What follows belongs to an exercise in optimizing a design on an open flow for small area; a production flow would make more cautious choices. The RTL was checked by simulation tests, not by an equivalence proof against the original design. Power and IR drop assume default switching activity. The flow treats the clock pin as an ideal source, which a real chip does not have.

==> flow/design.v <==
`default_nettype none
package switch_pkg;
   typedef logic [3:0] nibble_t;
endpackage
`default_nettype wire
`timescale 1ns/1ps
`default_nettype none
module ingress_buffer
#(
   parameter int PORT_ID = 0
)
(
   input  logic       clk,
   input  logic       rst_n_i,
   input  logic       rx_dv_i,
   input  logic [3:0] rx_nibble_i,
   input  logic       gnt_i,       
   output logic       req_o,       
   output logic       own_o,       
   output logic       send_o,      
   output logic [2:0] dst_o,       
   output logic [3:0] nib_o        
);
   localparam int R = 116;
   localparam int TAP0 = 1;
   localparam int TAP1 = 25;
   localparam int TAP2 = 49;
   localparam int TAP3 = 73;
   localparam int TAP4 = 97;
   logic [2:0] st_q;
   logic [6:0] c_q;
   logic [6:0] b_q;      
   logic       ok_q;     
   logic [2:0] dst_q;
   logic [2:0] tap_q;
   logic [4*R-1:0] ring_q;
   wire s_idle = st_q == 3'b000;
   wire s_recv = st_q[0] & ~st_q[2];
   wire s_wait = st_q[1];
   wire s_gnt  = st_q[2] & ~st_q[0];
   wire s_send = st_q[2] & st_q[0];
   wire [6:0] c_inc = c_q + 7'd1;
   wire wr = rx_dv_i & ~(s_recv & b_q[6]);
   always_ff @(posedge clk)
      ring_q <= {ring_q[4*R-5:0], wr ? rx_nibble_i : ring_q[4*R-1 -: 4]};
   wire [3:0] ch = c_q[6:3];
   wire at_tap = (c_q[2:0] == 3'd0) &
                 ((ch == 4'd0) | (ch == 4'd3) | (ch == 4'd6) | (ch == 4'd9) | (ch == 4'd12));
   wire [2:0] tap_sel = {c_q[6], c_q[5], c_q[3]};
   wire       hdr     = (b_q[6:3] == 4'd0) & ~(b_q[2] & b_q[1]);    
   wire       dst_nib = (b_q[2:0] == 3'd5) & c_q[0];                
   wire       dst_bad = rx_nibble_i[3] | (rx_nibble_i[2:0] == 3'd0) | (rx_nibble_i[2:0] == 3'd7) |
                        (rx_nibble_i[2:0] == 3'(PORT_ID + 1));
   wire       bad     = hdr & (dst_nib ? dst_bad : (rx_nibble_i != 4'd0));
   wire       accept  = ok_q & (b_q[6:3] != 4'd0);
   wire       last    = c_inc == {b_q[5:0], 1'b0};
   always_ff @(posedge clk)
   begin
      if ((s_idle & rx_dv_i) | (s_gnt & at_tap) | (~s_send & (c_q[6:4] == 3'b111) & c_q[1] & c_q[0]))
         c_q <= '0;
      else
         c_q <= c_inc;
      if (s_idle)
         b_q <= '0;
      else if (s_recv & rx_dv_i & ~c_q[0])
         b_q <= b_q + 7'd1;
      if (s_idle)
         ok_q <= rx_nibble_i == 4'd2;
      else if (s_recv & rx_dv_i & (bad | (b_q[6] & ~c_q[0])))    
         ok_q <= 1'b0;
      if (s_recv & rx_dv_i & hdr & dst_nib)
         dst_q <= rx_nibble_i[2:0];
      if (s_gnt)
         tap_q <= tap_sel;
   end
   always_ff @(posedge clk)
   begin
      if (!rst_n_i)
         st_q <= 3'b000;
      else if (s_idle)
      begin
         if (rx_dv_i)
            st_q <= 3'b001;
      end
      else if (s_recv)
      begin
         if (!rx_dv_i)
            st_q <= accept ? 3'b010 : 3'b000;
      end
      else if (s_wait)
      begin
         if (gnt_i)
            st_q <= 3'b100;
      end
      else if (s_gnt)
      begin
         if (at_tap)
            st_q <= 3'b101;
      end
      else if (last)
         st_q <= 3'b000;
   end
   logic [3:0] tap_nib;
   always_comb
   begin
      case (tap_q[2:1])
         2'b00:   tap_nib = tap_q[0] ? ring_q[4*TAP1 +: 4] : ring_q[4*TAP0 +: 4];
         2'b01:   tap_nib = ring_q[4*TAP2 +: 4];
         2'b10:   tap_nib = ring_q[4*TAP3 +: 4];
         default: tap_nib = ring_q[4*TAP4 +: 4];
      endcase
   end
   logic [3:0] nib;
   always_comb
   begin
      if (c_q[6:4] != 3'd0 || c_q[3:2] == 2'b11)
         nib = tap_nib;                  
      else if (c_q[3:0] == 4'd0)
         nib = 4'h2;
      else if (c_q[3:0] == 4'd10)
         nib = {1'b0, dst_q};
      else
         nib = 4'h0;
   end
   assign req_o  = s_wait;
   assign own_o  = st_q[2];
   assign send_o = s_send;
   assign dst_o  = dst_q;
   assign nib_o  = nib;    
endmodule
`default_nettype wire
`timescale 1ns/1ps
`default_nettype none
module switch_fabric
(
   input  logic                          clk,
   input  logic                          rst_n_i,
   input  logic [6-1:0]      req_i,
   input  logic [6-1:0]      own_i,
   input  logic [6-1:0]      send_i,
   input  logic [6-1:0][2:0] dst_i,
   input  logic [6-1:0][3:0] nib_i,
   output logic [6-1:0]      gnt_o,
   output logic [6-1:0]      tx_en_o,
   output logic [4*6-1:0]    tx_nibble_o
);
   localparam int N = 6;
   logic [2:0]   ptr_q [N];
   logic [N-1:0] to_out [N];     
   logic [N-1:0] res;
   logic [N-1:0] gnt_mat [N];    
   logic [N-1:0] ptr_at [N];     
   always_comb
      for (int o = 0; o < N; o++)
      begin
         ptr_at[o][0] = !ptr_q[o][0] & !ptr_q[o][2];
         ptr_at[o][1] =  ptr_q[o][0] & !ptr_q[o][1];
         ptr_at[o][2] =  ptr_q[o][1] & !ptr_q[o][2];
         ptr_at[o][3] =  ptr_q[o][0] &  ptr_q[o][2];
         ptr_at[o][4] =  ptr_q[o][1] & !ptr_q[o][0];
         ptr_at[o][5] =  ptr_q[o][2] & !ptr_q[o][1];
      end
   always_comb
   begin
      for (int i = 0; i < N; i++)
         for (int o = 0; o < N; o++)
            to_out[i][o] = (i != o) && dst_i[i] == 3'(o + 1);
      for (int o = 0; o < N; o++)
      begin
         res[o]                = 1'b0;
         tx_en_o[o]            = 1'b0;
         tx_nibble_o[4*o +: 4] = 4'h0;
         for (int i = 0; i < N; i++)
         begin
            res[o]                = res[o] | (own_i[i] & to_out[i][o]);
            tx_en_o[o]            = tx_en_o[o] | (send_i[i] & to_out[i][o]);
            tx_nibble_o[4*o +: 4] = tx_nibble_o[4*o +: 4] | ({4{send_i[i] & to_out[i][o]}} & nib_i[i]);
         end
      end
      for (int i = 0; i < N; i++)
         for (int o = 0; o < N; o++)
            gnt_mat[i][o] = req_i[i] && to_out[i][o] && ptr_at[o][i] && !res[o];
      for (int i = 0; i < N; i++)
         gnt_o[i] = |gnt_mat[i];
   end
   for (genvar o = 0; o < N; o++)
   begin : g_out
      always_ff @(posedge clk)
      begin
         if (!rst_n_i)
            ptr_q[o] <= '0;
         else if (!res[o])
            ptr_q[o] <= {ptr_q[o][1:0], !ptr_q[o][2]};
      end
   end
endmodule
`default_nettype wire
`timescale 1ns/1ps
`default_nettype none
module switch_top
(
   input  logic                      clk,
   input  logic                      rst_n_i,
   input  logic [6-1:0]  rx_dv_i,
   input  logic [4*6-1:0] rx_nibble_i,
   output logic [6-1:0]  tx_en_o,
   output logic [4*6-1:0] tx_nibble_o
);
   wire [6-1:0]      req;
   wire [6-1:0]      own;
   wire [6-1:0]      send;
   wire [6-1:0]      gnt;
   wire [6-1:0][2:0] dst;
   wire [6-1:0][3:0] nib;
   for (genvar g = 0; g < 6; g++)
   begin : g_port
      ingress_buffer #(.PORT_ID(g)) u_ibuf
      (
         .clk         (clk),
         .rst_n_i     (rst_n_i),
         .rx_dv_i     (rx_dv_i[g]),
         .rx_nibble_i (rx_nibble_i[4*g +: 4]),
         .gnt_i       (gnt[g]),
         .req_o       (req[g]),
         .own_o       (own[g]),
         .send_o      (send[g]),
         .dst_o       (dst[g]),
         .nib_o       (nib[g])
      );
   end
   switch_fabric u_fabric
   (
      .clk         (clk),
      .rst_n_i     (rst_n_i),
      .req_i       (req),
      .own_i       (own),
      .send_i      (send),
      .dst_i       (dst),
      .nib_i       (nib),
      .gnt_o       (gnt),
      .tx_en_o     (tx_en_o),
      .tx_nibble_o (tx_nibble_o)
   );
endmodule
`default_nettype wire
clock: 7.0 ns
lec_check: 0
cap_margin: 20
core_margin: 2
core_utilization: 65
cts_buf_list: sky130_fd_sc_hd__clkbuf_16
cts_cluster_diameter: 80
cts_cluster_size: 32
slew_margin: 20
standard.sh (not shown) runs the stock make flow with config.mk's settings and CLKGATE_MAP_FILE= SYNTH_SCRIPT=/design/flow/synth_recipe.tcl, a recipe that flattens the netlist after the stock synthesis.
==> flow/flow/run.sh <==
#!/bin/bash
# Standard layout with two changes: clock tree synthesis adds no dummy loads,
# and the port buffers are the smallest buffer cell.
set -euo pipefail
export CTS_ARGS="-sink_clustering_enable -repair_clock_nets -sink_clustering_size 32 -sink_clustering_max_diameter 80 -buf_list sky130_fd_sc_hd__clkbuf_16 -dont_use_dummy_load"
export BUFFER_PORTS_ARGS="-buffer_cell sky130_fd_sc_hd__buf_1"
bash standard.sh > standard.log 2>&1
Then changed:
--- a/flow/design.v
+++ b/flow/design.v
@@ -26,50 +26,52 @@
    localparam int TAP1 = 25;
    localparam int TAP2 = 49;
    localparam int TAP3 = 73;
    localparam int TAP4 = 97;
    logic [2:0] st_q;
    logic [6:0] c_q;
-   logic [6:0] b_q;      
+   logic [5:0] b_q;      
    logic       ok_q;     
    logic [2:0] dst_q;
    logic [2:0] tap_q;
    logic [4*R-1:0] ring_q;
    wire s_idle = st_q == 3'b000;
    wire s_recv = st_q[0] & ~st_q[2];
    wire s_wait = st_q[1];
    wire s_gnt  = st_q[2] & ~st_q[0];
    wire s_send = st_q[2] & st_q[0];
    wire [6:0] c_inc = c_q + 7'd1;
-   wire wr = rx_dv_i & ~(s_recv & b_q[6]);
+   wire b_top = b_q == 6'd63;
+   wire wr = rx_dv_i & ~(s_recv & b_top & c_q[3]);
    always_ff @(posedge clk)
       ring_q <= {ring_q[4*R-5:0], wr ? rx_nibble_i : ring_q[4*R-1 -: 4]};
    wire [3:0] ch = c_q[6:3];
    wire at_tap = (c_q[2:0] == 3'd0) &
                  ((ch == 4'd0) | (ch == 4'd3) | (ch == 4'd6) | (ch == 4'd9) | (ch == 4'd12));
    wire [2:0] tap_sel = {c_q[6], c_q[5], c_q[3]};
-   wire       hdr     = (b_q[6:3] == 4'd0) & ~(b_q[2] & b_q[1]);    
-   wire       dst_nib = (b_q[2:0] == 3'd5) & c_q[0];                
+   wire       hdr     = ((b_q[5:3] == 3'd0) & ~(b_q[2] & (b_q[1] | b_q[0]))) |
+                        (b_top & ~c_q[3]);                          
+   wire       dst_nib = (b_q[2:0] == 3'd4) & c_q[0];                
    wire       dst_bad = rx_nibble_i[3] | (rx_nibble_i[2:0] == 3'd0) | (rx_nibble_i[2:0] == 3'd7) |
                         (rx_nibble_i[2:0] == 3'(PORT_ID + 1));
    wire       bad     = hdr & (dst_nib ? dst_bad : (rx_nibble_i != 4'd0));
-   wire       accept  = ok_q & (b_q[6:3] != 4'd0);
-   wire       last    = c_inc == {b_q[5:0], 1'b0};
+   wire       accept  = ok_q & ((b_q[5:3] != 3'd0) | (b_q[2:0] == 3'd7)) & ~(b_top & ~c_q[3]);
+   wire       last    = c_q[0] & (c_q[6:1] == b_q);                  
    always_ff @(posedge clk)
    begin
       if ((s_idle & rx_dv_i) | (s_gnt & at_tap) | (~s_send & (c_q[6:4] == 3'b111) & c_q[1] & c_q[0]))
          c_q <= '0;
       else
          c_q <= c_inc;
       if (s_idle)
-         b_q <= '0;
+         b_q <= 6'd63;
       else if (s_recv & rx_dv_i & ~c_q[0])
-         b_q <= b_q + 7'd1;
+         b_q <= b_q + 6'd1;
       if (s_idle)
          ok_q <= rx_nibble_i == 4'd2;
-      else if (s_recv & rx_dv_i & (bad | (b_q[6] & ~c_q[0])))    
+      else if (s_recv & rx_dv_i & (bad | (b_top & c_q[2] & ~c_q[0])))    
          ok_q <= 1'b0;
       if (s_recv & rx_dv_i & hdr & dst_nib)
          dst_q <= rx_nibble_i[2:0];
       if (s_gnt)
          tap_q <= tap_sel;
    end
The changed run passed the timing, design-rule and antenna checks.
Sequential share of layout area increases by 0.14 points.
Setup slack gains 260 ps.
Final cell count falls by 1.0%.
Total power fell by 1.7%.
Core utilization went up by 0.53 points.
Final area falls by 0.37%.
Routed wire length is lower by 6.0%.
Combinational power falls by 47%.
Via count came out lower by 1.4%.
Clock power is lower by about 0.6%.
Fmax grows by 5.0%.
Count of clock-buffer cells in the layout is higher by 1.

re-timing with driven ports:
The results above use ideal ports. As a check the final layouts listed here were re-extracted and re-timed, cells and wires unchanged.
Step 1 sets driving cells, clkbuf_16 on the clock port and buf_2 on the other inputs (assumed; they add their load-dependent delay and slew).
Step 2 also shifts input and output timing later by t, the mid clock arrival at the registers, as if the neighbouring blocks saw the same clock.
Three values: ideal, step 1, step 2; two values: the first two.
run	t, ns	setup WS [ns]	worst hold slack (ns)
the first run	0.767	1.665 / 1.589 / 2.356	0.290 / 0.290 / 0.290
the second run	0.734	1.921 / 1.857 / 2.591	0.299 / 0.299 / 0.299
After both steps setup and hold are still met in every run listed.
